Context: an optimization exercise on an open-source flow, tuned for small area, a short achievable clock period and few clock cycles per item. The choices shown serve that exercise and are no tape-out recipe. RTL that was checked went through simulation tests only; none was proved equivalent to the original.

==> flow/design.v <==
`default_nettype none
package dtip_pkg;
	localparam logic [3:0] C_MINUS = 4'b1010;
	localparam logic [3:0] C_PLUS  = 4'b1011;
	localparam logic [3:0] C_E     = 4'b1100;
	localparam logic [3:0] C_OTHER = 4'b1111;
	localparam logic [2:0] PH_SIGN       = 3'd0;
	localparam logic [2:0] PH_DIGITS     = 3'd1;
	localparam logic [2:0] PH_EXP_SIGN   = 3'd2;
	localparam logic [2:0] PH_EXP_DIGITS = 3'd3;
	localparam logic [2:0] PH_STOP       = 3'd4;
endpackage
`default_nettype wire
`default_nettype none
module decimal_text_to_int_parser (
	input  wire logic  clk,
	input  wire logic  arst_n,
	input  wire logic  cfg_we,
	input  wire logic  cfg_wdata,
	input  wire logic        in_valid,
	output logic             in_ready,
	input  wire logic [7:0]  in_char,
	input  wire logic        in_last,
	output logic             out_valid,
	input  wire logic        out_ready,
	output logic [31:0]      out_value
);
	logic       av_q, bv_q;      
	logic       al_q, bl_q;
	logic [3:0] ac_q, bc_q;
	logic       rdy_q;
	logic [3:0] in_code;
	logic       accept;
	always_comb begin
		if (in_char[7:4] == 4'h3 && in_char[3:0] <= 4'd9)
			in_code = in_char[3:0];
		else if (in_char == 8'h2D)
			in_code = dtip_pkg::C_MINUS;
		else if (in_char == 8'h2B)
			in_code = dtip_pkg::C_PLUS;
		else if (in_char == 8'h45)
			in_code = dtip_pkg::C_E;
		else
			in_code = dtip_pkg::C_OTHER;
	end
	assign in_ready = rdy_q;
	assign accept   = in_valid && rdy_q;
	logic        exp_en_q;
	logic        fresh_q;    
	logic [2:0]  phase_q;    
	logic        neg_q;
	logic        sat_q;
	logic [3:0]  exp_q;      
	logic        eneg_q;
	logic [3:0]  nsig_q;     
	logic        mval_q;     
	logic [1:0]  ddm_q;      
	logic        negm;       
	assign negm = ddm_q[1] ^ ddm_q[0];
	logic [31:0] mag_q;      
	logic        scale_q;
	logic        dec_q;      
	logic        all9_q;
	logic        ov_q;
	logic        neg_e;
	assign neg_e = neg_q && !fresh_q;
	logic        is_dig, is_minus, is_plus, is_e;
	logic [3:0]  d;
	assign d        = ac_q;
	assign is_dig   = !(ac_q[3] && (ac_q[2] || ac_q[1]));
	assign is_minus = (ac_q == dtip_pkg::C_MINUS);
	assign is_plus  = (ac_q == dtip_pkg::C_PLUS);
	assign is_e     = (ac_q == dtip_pkg::C_E);
	logic [4:0]  dd;         
	logic [30:0] x;
	logic [29:0] t;          
	logic [30:0] m;          
	always_comb begin
		case (ddm_q)
			2'd0:    dd = {1'b0, d};
			2'd1:    dd = {1'b0, d - 4'd1};
			2'd2:    dd = {1'b0, d} + 5'd9;
			default: dd = neg_q ? 5'd9 : 5'd0;
		endcase
	end
	assign x = mag_q[30:0];
	assign t = x[29:0] + {x[27:0], 2'b00} + {26'd0, dd[4:1]};
	assign m = {t, dd[0]};
	logic gt_k, eq_k, eq_k1, d_ge8, ovf_dig, ovf_scl;
	assign gt_k    = (x > 31'd214748364);
	assign eq_k    = (x == 31'd214748364);
	assign eq_k1   = (x == 31'd214748363);
	assign d_ge8   = d[3];
	assign ovf_scl = gt_k || (neg_q && eq_k);
	assign ovf_dig = mval_q && (gt_k || (negm ? (eq_k || (eq_k1 && d_ge8)) : (eq_k && d_ge8)));
	logic        take_mant, take_exp, mant_dig, exp_dig, ovf;
	logic [2:0]  phase_nx;
	logic        neg_nx, eneg_nx;
	logic [3:0]  exp_nx, nsig_nx;
	assign take_mant = ((phase_q == dtip_pkg::PH_SIGN) && !is_minus && !is_plus) ||
		(phase_q == dtip_pkg::PH_DIGITS);
	assign take_exp  = ((phase_q == dtip_pkg::PH_EXP_SIGN) && !is_minus && !is_plus) ||
		(phase_q == dtip_pkg::PH_EXP_DIGITS);
	assign mant_dig  = take_mant && is_dig;
	assign exp_dig   = take_exp && is_dig;
	assign ovf       = mant_dig && ovf_dig;
	always_comb begin
		phase_nx = phase_q;
		neg_nx   = neg_e;
		exp_nx   = exp_q;
		eneg_nx  = eneg_q;
		nsig_nx  = nsig_q;
		if (phase_q == dtip_pkg::PH_SIGN && is_minus) begin
			neg_nx = !neg_e;
		end else if (phase_q == dtip_pkg::PH_EXP_SIGN && is_minus) begin
			eneg_nx  = 1'b1;
			phase_nx = dtip_pkg::PH_EXP_DIGITS;
		end else if (phase_q == dtip_pkg::PH_EXP_SIGN && is_plus) begin
			phase_nx = dtip_pkg::PH_EXP_DIGITS;
		end else if (take_mant) begin
			if (is_dig) begin
				phase_nx = ovf_dig ? dtip_pkg::PH_STOP : dtip_pkg::PH_DIGITS;
				if (nsig_q != 4'd0 || d != 4'd0)
					nsig_nx = nsig_q + 4'd1;
			end else if (is_e && exp_en_q && !al_q) begin
				phase_nx = dtip_pkg::PH_EXP_SIGN;
			end else begin
				phase_nx = dtip_pkg::PH_STOP;
			end
		end else if (take_exp) begin
			if (is_dig) begin
				phase_nx = dtip_pkg::PH_EXP_DIGITS;
				exp_nx   = (exp_q != 4'd0) ? 4'd10 : d;
			end else begin
				phase_nx = dtip_pkg::PH_STOP;
			end
		end
	end
	logic [3:0] ef;
	logic [4:0] sum_ne;
	logic       d_scale, d_sat, d_zero;
	assign ef      = exp_dig ? ((exp_q != 4'd0) ? 4'd10 : d) : exp_q;
	assign sum_ne  = {1'b0, nsig_q} + {1'b0, ef};
	assign d_scale = !mant_dig && ef != 4'd0 && nsig_q != 4'd0 &&
		(eneg_q ? (ef < nsig_q) : (sum_ne <= 5'd10));
	assign d_sat   = ovf || sat_q ||
		(!mant_dig && !eneg_q && ef != 4'd0 && nsig_q != 4'd0 && sum_ne >= 5'd11);
	assign d_zero  = (nsig_nx == 4'd0) || (!mant_dig && eneg_q && ef != 4'd0 && ef >= nsig_q);
	logic [1:0] chunk;
	logic [7:0] dq;
	logic [3:0] dr;
	assign chunk = phase_q[1:0];
	always_comb begin
		logic q;
		dr = (chunk == 2'd0) ? 4'd0 : nsig_q;
		for (int i = 7; i >= 0; i--) begin
			q     = dr[3] || (dr[2] && (dr[1] || dr[0]));
			dq[i] = q;
			dr    = {q ? (dr[3] && dr[0]) : dr[2],
				q ? (dr[3] ? !dr[0] : (dr[1] && dr[0])) : dr[1],
				dr[0] ^ q,
				mag_q[24 + i]};
		end
	end
	logic [7:0] wd;
	always_comb begin
		logic lz;
		lz = ((chunk == 2'd3) || !(|mag_q[23:16])) && (chunk[1] || !(|mag_q[15:8])) &&
			(chunk[1] || chunk[0] || !(|mag_q[7:0]));
		for (int i = 0; i < 8; i++) begin
			wd[i] = mag_q[24 + i] ^ lz;
			lz    = lz && !mag_q[24 + i];
		end
	end
	assign out_value = mag_q ^ {32{neg_q}};
	assign out_valid = ov_q;
	logic last9, scale_end, take, take_last;
	assign last9     = (dr == 4'd9);
	assign scale_end = scale_q && (!eneg_q ? (ovf_scl || exp_q == 4'd1) :
		(chunk == 2'd3 && (dec_q || (exp_q == 4'd1 && !(neg_q && !(all9_q && last9))))));
	assign take      = av_q && !scale_q && (!ov_q || out_ready);
	assign take_last = take && al_q;
	logic scale_nx, fresh_nx;
	assign scale_nx = take ? (al_q && d_scale) : (scale_q && !scale_end);
	assign fresh_nx = take ? al_q : fresh_q;
	always_ff @(posedge clk or negedge arst_n) begin
		if (!arst_n) begin
			av_q     <= 1'b0;
			bv_q     <= 1'b0;
			rdy_q    <= 1'b1;
			exp_en_q <= 1'b0;
			fresh_q  <= 1'b1;
			scale_q  <= 1'b0;
			ov_q     <= 1'b0;
			mval_q   <= 1'b0;
			ddm_q    <= 2'd0;
			phase_q  <= dtip_pkg::PH_SIGN;
			sat_q    <= 1'b0;
			exp_q    <= 4'd0;
			eneg_q   <= 1'b0;
			nsig_q   <= 4'd0;
		end else begin
			if (take) begin
				av_q  <= bv_q || accept;
				bv_q  <= bv_q && accept;
				rdy_q <= 1'b1;
			end else begin
				av_q  <= av_q || accept;
				bv_q  <= bv_q || (av_q && accept);
				rdy_q <= !(av_q && (bv_q || accept));
			end
			if (cfg_we)
				exp_en_q <= cfg_wdata;
			fresh_q <= fresh_nx;
			scale_q <= scale_nx;
			ov_q    <= (take_last && !d_scale) || scale_end || (ov_q && !out_ready);
			if (take) begin
				mval_q <= !al_q && nsig_nx != 4'd0;
				ddm_q  <= al_q ? (d_scale ? 2'd3 : 2'd0) :
					(neg_nx ? ((nsig_nx != 4'd0) ? 2'd2 : 2'd1) : 2'd0);
				if (al_q) begin
					phase_q <= dtip_pkg::PH_SIGN;
					sat_q   <= 1'b0;
					nsig_q  <= 4'd0;
					if (d_scale) begin
						mval_q <= 1'b1;
						exp_q  <= ef;
						eneg_q <= eneg_q;
					end else begin
						exp_q  <= 4'd0;
						eneg_q <= 1'b0;
					end
				end else begin
					phase_q <= phase_nx;
					sat_q   <= sat_q || ovf;
					exp_q   <= exp_nx;
					eneg_q  <= eneg_nx;
					nsig_q  <= nsig_nx;
				end
			end else if (scale_q) begin
				if (scale_end) begin
					mval_q  <= 1'b0;
					ddm_q   <= 2'd0;
					phase_q <= dtip_pkg::PH_SIGN;
					exp_q   <= 4'd0;
					eneg_q  <= 1'b0;
					nsig_q  <= 4'd0;
				end else if (!eneg_q) begin
					exp_q <= exp_q - 4'd1;
				end else begin
					phase_q <= {1'b0, chunk + 2'd1};
					nsig_q  <= dr;
					if (chunk == 2'd3 && !dec_q)
						exp_q <= exp_q - 4'd1;
				end
			end
		end
	end
	logic [31:0] mag_d;
	logic        mag_we;
	always_comb begin
		if (scale_q) begin
			if (eneg_q)
				mag_d = {mag_q[23:0], dec_q ? wd : dq};
			else
				mag_d = ovf_scl ? {1'b0, {31{1'b1}}} : {1'b0, m};
		end else if (al_q && d_sat) begin
			mag_d = {1'b0, {31{1'b1}}};
		end else if (al_q && d_zero) begin
			mag_d = {32{neg_nx}};
		end else begin
			mag_d = mval_q ? {1'b0, m} : {27'd0, dd};
		end
	end
	assign mag_we = scale_q || (take && (mant_dig || (al_q && (d_sat || d_zero))));
	always_ff @(posedge clk) begin
		if (mag_we)
			mag_q <= mag_d;
	end
	always_ff @(posedge clk) begin
		if (take && bv_q) begin
			ac_q <= bc_q;
			al_q <= bl_q;
		end else if (take || !av_q) begin
			ac_q <= in_code;
			al_q <= in_last;
		end
		if (accept) begin
			bc_q <= in_code;
			bl_q <= in_last;
		end
		if (take) begin
			neg_q  <= neg_nx;
			dec_q  <= 1'b0;
			all9_q <= 1'b1;
		end else if (scale_q) begin
			if (eneg_q) begin
				if (chunk == 2'd3 && !dec_q) begin
					all9_q <= all9_q && last9;
					dec_q  <= (exp_q == 4'd1);
				end
			end
		end
	end
endmodule
`default_nettype wire
Settings: LEC_CHECK=0, CAP_MARGIN=20, CORE_MARGIN=2, CORE_UTILIZATION=40, SETUP_SLACK_MARGIN=5, SLEW_MARGIN=20; clock period 10.0 ns.
run.sh (not shown) runs the stock make flow with config.mk's settings and CLKGATE_MAP_FILE= SYNTH_SCRIPT=/design/flow/synth_recipe.tcl, a recipe that flattens the netlist after the stock synthesis.
Next try:
--- a/flow/design.v
+++ b/flow/design.v
@@ -52,13 +52,11 @@
 	logic        sat_q;
 	logic [3:0]  exp_q;      
 	logic        eneg_q;
 	logic [3:0]  nsig_q;     
 	logic        mval_q;     
-	logic [1:0]  ddm_q;      
-	logic        negm;       
-	assign negm = ddm_q[1] ^ ddm_q[0];
+	logic        negm_q;     
 	logic [31:0] mag_q;      
 	logic        scale_q;
 	logic        dec_q;      
 	logic        all9_q;
 	logic        ov_q;
@@ -74,27 +72,29 @@
 	logic [4:0]  dd;         
 	logic [30:0] x;
 	logic [29:0] t;          
 	logic [30:0] m;          
 	always_comb begin
-		case (ddm_q)
-			2'd0:    dd = {1'b0, d};
-			2'd1:    dd = {1'b0, d - 4'd1};
-			2'd2:    dd = {1'b0, d} + 5'd9;
-			default: dd = neg_q ? 5'd9 : 5'd0;
-		endcase
+		if (scale_q)
+			dd = neg_q ? 5'd9 : 5'd0;
+		else if (!negm_q)
+			dd = {1'b0, d};
+		else if (!mval_q)
+			dd = {1'b0, d} - 5'd1;
+		else
+			dd = {1'b0, d} + 5'd9;
 	end
 	assign x = mag_q[30:0];
 	assign t = x[29:0] + {x[27:0], 2'b00} + {26'd0, dd[4:1]};
 	assign m = {t, dd[0]};
 	logic gt_k, eq_k, eq_k1, d_ge8, ovf_dig, ovf_scl;
 	assign gt_k    = (x > 31'd214748364);
 	assign eq_k    = (x == 31'd214748364);
 	assign eq_k1   = (x == 31'd214748363);
 	assign d_ge8   = d[3];
 	assign ovf_scl = gt_k || (neg_q && eq_k);
-	assign ovf_dig = mval_q && (gt_k || (negm ? (eq_k || (eq_k1 && d_ge8)) : (eq_k && d_ge8)));
+	assign ovf_dig = mval_q && (gt_k || (negm_q ? (eq_k || (eq_k1 && d_ge8)) : (eq_k && d_ge8)));
 	logic        take_mant, take_exp, mant_dig, exp_dig, ovf;
 	logic [2:0]  phase_nx;
 	logic        neg_nx, eneg_nx;
 	logic [3:0]  exp_nx, nsig_nx;
 	assign take_mant = ((phase_q == dtip_pkg::PH_SIGN) && !is_minus && !is_plus) ||
@@ -191,11 +191,11 @@
 			exp_en_q <= 1'b0;
 			fresh_q  <= 1'b1;
 			scale_q  <= 1'b0;
 			ov_q     <= 1'b0;
 			mval_q   <= 1'b0;
-			ddm_q    <= 2'd0;
+			negm_q   <= 1'b0;
 			phase_q  <= dtip_pkg::PH_SIGN;
 			sat_q    <= 1'b0;
 			exp_q    <= 4'd0;
 			eneg_q   <= 1'b0;
 			nsig_q   <= 4'd0;
@@ -214,12 +214,11 @@
 			fresh_q <= fresh_nx;
 			scale_q <= scale_nx;
 			ov_q    <= (take_last && !d_scale) || scale_end || (ov_q && !out_ready);
 			if (take) begin
 				mval_q <= !al_q && nsig_nx != 4'd0;
-				ddm_q  <= al_q ? (d_scale ? 2'd3 : 2'd0) :
-					(neg_nx ? ((nsig_nx != 4'd0) ? 2'd2 : 2'd1) : 2'd0);
+				negm_q <= !al_q && neg_nx;
 				if (al_q) begin
 					phase_q <= dtip_pkg::PH_SIGN;
 					sat_q   <= 1'b0;
 					nsig_q  <= 4'd0;
 					if (d_scale) begin
@@ -238,11 +237,10 @@
 					nsig_q  <= nsig_nx;
 				end
 			end else if (scale_q) begin
 				if (scale_end) begin
 					mval_q  <= 1'b0;
-					ddm_q   <= 2'd0;
 					phase_q <= dtip_pkg::PH_SIGN;
 					exp_q   <= 4'd0;
 					eneg_q  <= 1'b0;
 					nsig_q  <= 4'd0;
 				end else if (!eneg_q) begin
@@ -254,31 +252,10 @@
 						exp_q <= exp_q - 4'd1;
 				end
 			end
 		end
 	end
-	logic [31:0] mag_d;
-	logic        mag_we;
-	always_comb begin
-		if (scale_q) begin
-			if (eneg_q)
-				mag_d = {mag_q[23:0], dec_q ? wd : dq};
-			else
-				mag_d = ovf_scl ? {1'b0, {31{1'b1}}} : {1'b0, m};
-		end else if (al_q && d_sat) begin
-			mag_d = {1'b0, {31{1'b1}}};
-		end else if (al_q && d_zero) begin
-			mag_d = {32{neg_nx}};
-		end else begin
-			mag_d = mval_q ? {1'b0, m} : {27'd0, dd};
-		end
-	end
-	assign mag_we = scale_q || (take && (mant_dig || (al_q && (d_sat || d_zero))));
-	always_ff @(posedge clk) begin
-		if (mag_we)
-			mag_q <= mag_d;
-	end
 	always_ff @(posedge clk) begin
 		if (take && bv_q) begin
 			ac_q <= bc_q;
 			al_q <= bl_q;
 		end else if (take || !av_q) begin
@@ -291,12 +268,21 @@
 		end
 		if (take) begin
 			neg_q  <= neg_nx;
 			dec_q  <= 1'b0;
 			all9_q <= 1'b1;
+			if (al_q && d_sat)
+				mag_q <= {1'b0, {31{1'b1}}};
+			else if (al_q && d_zero)
+				mag_q <= {32{neg_nx}};
+			else if (mant_dig)
+				mag_q <= mval_q ? {1'b0, m} : {27'd0, dd};
 		end else if (scale_q) begin
-			if (eneg_q) begin
+			if (!eneg_q) begin
+				mag_q <= ovf_scl ? {1'b0, {31{1'b1}}} : {1'b0, m};
+			end else begin
+				mag_q <= {mag_q[23:0], dec_q ? wd : dq};
 				if (chunk == 2'd3 && !dec_q) begin
 					all9_q <= all9_q && last9;
 					dec_q  <= (exp_q == 4'd1);
 				end
 			end
Setup slack got worse by 62 ps. Count of clock-buffer cells in the layout goes down by 1. Design area fell by a few percent. Synthesized area goes down by a little under a tenth. Wire length came out lower by about a fifth. Worst hold slack improved by 25 ps. Non-clock buffer count came out lower by 3. Fmax falls slightly. Cell count drops by roughly a tenth. Via count decreases by roughly a tenth.
Testbench counts after the change, summed over its fixed seeds: cycles 15,027, strings 2,400.
Function not checked in the first run of this note: the RTL went through the layout flow alone.

-- re-timing with driven ports --
In the flow no input, the clock included, has a driving cell. The finished layouts below were timed again as built, in two steps. Step 1: set_driving_cell puts a clkbuf_16 on clk and a buf_2 on each other input, an assumption about the parent block. Step 2 moves the port delays by t, midway between the first and last clock arrival at a register: inputs arrive t later, outputs are due t later. That takes back most of the time a late clock gives input paths. Slacks: ideal ports / drivers / drivers and shift; pairs: ideal ports / drivers.
run | t (ns) | setup slack, ns | worst hold slack (ns)
the first run | 0.382 | 5.286 / 5.286 / 5.200 | 0.440 / 0.440 / 0.440
the second run | 0.384 | 5.224 / 5.224 / 4.887 | 0.464 / 0.464 / 0.464
After both steps setup and hold are still met in every run listed. The setup slack of the second run, which loses most, moves by 0.000 ns with the drivers and by -0.337 ns with both steps.
